Source: an optimization exercise on an open RTL-to-GDS flow (aim: small area). Production flows keep margins and buffers that such runs may drop.
In this exercise RTL edits were held to simulation tests only and were not proved equivalent to the original.
Power and IR drop assume default switching activity. No driver is modelled on the clock port, so clocking that relies on it looks cheaper here than on a real chip.

## JK
// denise_top
module denise_top
(
  input  logic        clk,
  input  logic        reset,
  input  logic [7:0]  rga,
  input  logic [15:0] db_in,
  output logic [15:0] db_out,
  output logic        db_oen,
  output logic [3:0]  red,
  output logic [3:0]  green,
  output logic [3:0]  blue,
  output logic        sol
);
  denise_pkg::bus_cmd_t      cmd;
  logic [5:0]                code1;
  logic [15:0]               data1;
  logic [9-1:0]        hpos;
  logic                      line_start;
  logic [2*8-1:0] spr_pix;
  logic [3:0]                idx;
  logic [4-1:0]     grp;
  logic [7:0]                pos_data;
  assign pos_data = reset ? 8'd0 : cmd.data[7:0];
  reg_decoder u_dec (
    .clk   (clk),
    .reset (reset),
    .rga   (rga),
    .db_in (db_in),
    .code1 (code1),
    .db_q  (data1),
    .cmd   (cmd)
  );
  beam_counter u_beam (
    .clk        (clk),
    .reset      (reset),
    .cmd        (cmd),
    .hpos       (hpos),
    .line_start (line_start)
  );
  for (genvar i = 0; i < 8; i++) begin : g_spr
    sprite_channel #(
      .SPR_NUM (i)
    ) u_spr (
      .clk   (clk),
      .reset (reset),
      .cmd   (cmd),
      .hpos     (hpos),
      .pos_data (pos_data),
      .pix      (spr_pix[2*i +: 2])
    );
  end
  sprite_priority u_prio (
    .clk   (clk),
    .reset (reset),
    .code1 (code1),
    .data1 (data1),
    .pix   (spr_pix),
    .idx   (idx),
    .grp   (grp)
  );
  register_readback u_rdbk (
    .clk    (clk),
    .reset  (reset),
    .cmd    (cmd),
    .grp    (grp),
    .db_out (db_out),
    .db_oen (db_oen)
  );
  color_output u_color (
    .clk        (clk),
    .reset      (reset),
    .cmd        (cmd),
    .idx        (idx),
    .line_start (line_start),
    .red        (red),
    .green      (green),
    .blue       (blue),
    .sol        (sol)
  );
endmodule
export LEC_CHECK = 0
export CAP_MARGIN = 0
export CORE_MARGIN = 2
export CORE_UTILIZATION = 35
export CTS_BUF_LIST = sky130_fd_sc_hd__clkbuf_16
export CTS_CLUSTER_DIAMETER = 100
export CTS_CLUSTER_SIZE = 24
export GPL_TIMING_DRIVEN = 0
export SLEW_MARGIN = 0
create_clock -name core_clock -period 4.0 [get_ports {clk}]
standard.sh (not shown) runs the stock make flow with config.mk's settings and CLKGATE_MAP_FILE= SYNTH_SCRIPT=/design/flow/synth_recipe.tcl, a recipe that flattens the netlist after the stock synthesis.
==> flow/flow/run.sh <==
#!/bin/bash
# Own layout flow: the standard flow (standard.sh), with two changes:
#  - synthesis is synth_recipe.tcl unchanged except that Yosys's abc call
#    uses flow/area.abc (an area-oriented mapping script) instead of ORFS's
#    script; flip-flops are mapped before abc, so registers are unchanged;
#  - ports are buffered with sky130_fd_sc_hd__buf_1 instead of the
#    default port buffer cell.
set -euo pipefail
HERE=$(pwd)
cat > "$HERE/own_synth.tcl" <<EOT
proc abc {args} {
  set i [lsearch -exact \$args -script]
  if { \$i >= 0 } { lset args [expr {\$i + 1}] $HERE/flow/area.abc }
  yosys abc {*}\$args
}
source $HERE/synth_recipe.tcl
EOT
sed -e "s|SYNTH_SCRIPT=[^ ]*|SYNTH_SCRIPT=$HERE/own_synth.tcl BUFFER_PORTS_ARGS=\"-buffer_cell sky130_fd_sc_hd__buf_1\" REMOVE_ABC_BUFFERS=1 CTS_ARGS=\"-sink_clustering_enable -repair_clock_nets -sink_clustering_size 30 -sink_clustering_max_diameter 150 -buf_list sky130_fd_sc_hd__clkbuf_16 -dont_use_dummy_load\"|" standard.sh > own_standard.sh
bash own_standard.sh > "$HERE/own_flow.log" 2>&1
==> flow/flow/area.abc <==
strash
fraig
dch -f
amap -m
topo
stime -c
JK finished every stage and its layout cleared the timing, design-rule and antenna checks.
Edits applied to the flow inputs when going from JK to MS:
-- flow/flow/run.sh --
<<< JK, line 18
sed -e "s|SYNTH_SCRIPT=[^ ]*|SYNTH_SCRIPT=$HERE/own_synth.tcl BUFFER_PORTS_ARGS=\"-buffer_cell sky130_fd_sc_hd__buf_1\" REMOVE_ABC_BUFFERS=1 CTS_ARGS=\"-sink_clustering_enable -repair_clock_nets -sink_clustering_size 30 -sink_clustering_max_diameter 150 -buf_list sky130_fd_sc_hd__clkbuf_16 -dont_use_dummy_load\"|" standard.sh > own_standard.sh
>>> MS, line 18
sed -e "s|SYNTH_SCRIPT=[^ ]*|SYNTH_SCRIPT=$HERE/own_synth.tcl BUFFER_PORTS_ARGS=\"-buffer_cell sky130_fd_sc_hd__buf_1\" REMOVE_ABC_BUFFERS=1|" standard.sh > own_standard.sh
Cmp MS vs JK: first-pass GRT wire length higher in MS. Going from JK to MS, number of iterations in the first detailed-routing pass climbed 1, mean instance size in the synthesized netlist barely changed, via count of the first global-routing pass climbed 88, source-to-sink clock delay at the later pin of the worst-skew pair barely changed.
## Diff of input files: AL against MS
Settings: CTS_CLUSTER_SIZE: 24 -> 30; CTS_CLUSTER_DIAMETER: 100 -> 60.
-- flow/flow/run.sh --
<<< MS, line 18
sed -e "s|SYNTH_SCRIPT=[^ ]*|SYNTH_SCRIPT=$HERE/own_synth.tcl BUFFER_PORTS_ARGS=\"-buffer_cell sky130_fd_sc_hd__buf_1\" REMOVE_ABC_BUFFERS=1|" standard.sh > own_standard.sh
>>> AL, line 18
sed -e "s|SYNTH_SCRIPT=[^ ]*|SYNTH_SCRIPT=$HERE/own_synth.tcl BUFFER_PORTS_ARGS=\"-buffer_cell sky130_fd_sc_hd__buf_1\" REMOVE_ABC_BUFFERS=1 CTS_ARGS=\"-sink_clustering_enable -repair_clock_nets -sink_clustering_size 30 -sink_clustering_max_diameter 60 -buf_list sky130_fd_sc_hd__clkbuf_16 -dont_use_dummy_load\"|" standard.sh > own_standard.sh
### Flow results
Lower utilization among AL and MS: MS
There was hardly any difference in multi-input combinational cell area between AL and MS.
Looking at proportion of layout cells with a drive suffix above 1, AL sits 0.19 points higher than MS does.
Diff AL..MS | via count | negligible
[diff] post-layout total power, AL relative to MS: regression
Fraction of power spent switching nets (AL over MS): decrease, 0.74 points
Input-level comparison between TR and AL:
Settings: setting PLACE_DENSITY to 0.75 for the first time; changing CTS_CLUSTER_SIZE from 30 to 24; changing CTS_CLUSTER_DIAMETER from 60 to 100.
-- flow/flow/run.sh --
<<< AL, line 18
sed -e "s|SYNTH_SCRIPT=[^ ]*|SYNTH_SCRIPT=$HERE/own_synth.tcl BUFFER_PORTS_ARGS=\"-buffer_cell sky130_fd_sc_hd__buf_1\" REMOVE_ABC_BUFFERS=1 CTS_ARGS=\"-sink_clustering_enable -repair_clock_nets -sink_clustering_size 30 -sink_clustering_max_diameter 60 -buf_list sky130_fd_sc_hd__clkbuf_16 -dont_use_dummy_load\"|" standard.sh > own_standard.sh
>>> TR, line 18
sed -e "s|SYNTH_SCRIPT=[^ ]*|SYNTH_SCRIPT=$HERE/own_synth.tcl BUFFER_PORTS_ARGS=\"-buffer_cell sky130_fd_sc_hd__buf_1\" REMOVE_ABC_BUFFERS=1 CTS_ARGS=\"-sink_clustering_enable -repair_clock_nets -sink_clustering_size 30 -sink_clustering_max_diameter 150 -buf_list sky130_fd_sc_hd__clkbuf_16 -dont_use_dummy_load\"|" standard.sh > own_standard.sh
## What came out
Fmax: TR above AL. Overall power consumption ended up about 7% lower on TR than on AL. Delta (TR minus AL): critical path depth now sits lower; share of the clock period used by the worst path now sits lower; clock latency on the worst-skew pair now sits higher. From AL to TR the numbers moved as follows: utilization fell by 0.66 points; wire length shows a reduction of about 4%; post-layout net count fell 16. TR against AL: via count increased about 1.4%, share of cell area taken by flip-flops and latches increased 1.0 points.
What PW does differently from TR at the input level:
Settings: changing PLACE_DENSITY from 0.75 to 0.85.
-- flow/flow/run.sh --
<<< TR, line 18
sed -e "s|SYNTH_SCRIPT=[^ ]*|SYNTH_SCRIPT=$HERE/own_synth.tcl BUFFER_PORTS_ARGS=\"-buffer_cell sky130_fd_sc_hd__buf_1\" REMOVE_ABC_BUFFERS=1 CTS_ARGS=\"-sink_clustering_enable -repair_clock_nets -sink_clustering_size 30 -sink_clustering_max_diameter 150 -buf_list sky130_fd_sc_hd__clkbuf_16 -dont_use_dummy_load\"|" standard.sh > own_standard.sh
>>> PW, line 18
sed -e "s|SYNTH_SCRIPT=[^ ]*|SYNTH_SCRIPT=$HERE/own_synth.tcl BUFFER_PORTS_ARGS=\"-buffer_cell sky130_fd_sc_hd__buf_1\" REMOVE_ABC_BUFFERS=1 CTS_ARGS=\"-sink_clustering_enable -repair_clock_nets -sink_clustering_size 30 -sink_clustering_max_diameter 150 -buf_list sky130_fd_sc_hd__clkbuf_16 -root_buf sky130_fd_sc_hd__clkbuf_8 -dont_use_dummy_load\"|" standard.sh > own_standard.sh
## What came out
On number of clock-tree buffers in the layout, PW and TR are basically level. Post-cts sizing count: PW lower than TR. Diff PW and TR: global-route total usage across every layer lower in PW. Of PW and TR, the higher count of filler cells inserted in the layout belongs to PW. PW and TR ended up with nearly the same placed cell area. Re worst vdd rail ir drop: PW is 0.000034 V up on TR. TR and PW ended up with roughly the same highest clock rate. Against TR as the reference, PW delivers a lower area overhead of the layout relative to synthesis. Per the comparison of PW with TR, overall power -1.2%; multi-input gate share of the layout cell area ~0 delta; design area -0.30%.

what the ideal ports hide:
In the flow no input, the clock included, has a driving cell. The finished layouts below were timed again as built, in two steps.
Step 1: set_driving_cell puts a clkbuf_16 on clk and a buf_2 on each other input, an assumption about the parent block.
Step 2 also shifts input and output timing later by t, the mid clock arrival at the registers, as if the neighbouring blocks saw the same clock.
Slacks: ideal ports / drivers / drivers and shift; pairs: ideal ports / drivers.
| run | t (ns) | slack for setup (ns) | worst setup path at the end | pins driven straight from the clock port |
|---|---|---|---|---|
| JK | 0.624 | 0.234 / 0.234 / 0.234 | register to register | 1 |
| MS | 0.668 | 0.293 / 0.293 / 0.293 | register to register | 1 |
| AL | 0.625 | 0.145 / 0.145 / 0.145 | register to register | 1 |
| TR | 0.635 | 0.281 / 0.281 / 0.281 | register to register | 1 |
| PW | 0.703 | 0.288 / 0.288 / 0.288 | register to register | 1 |
After both steps every run listed still meets setup and hold.
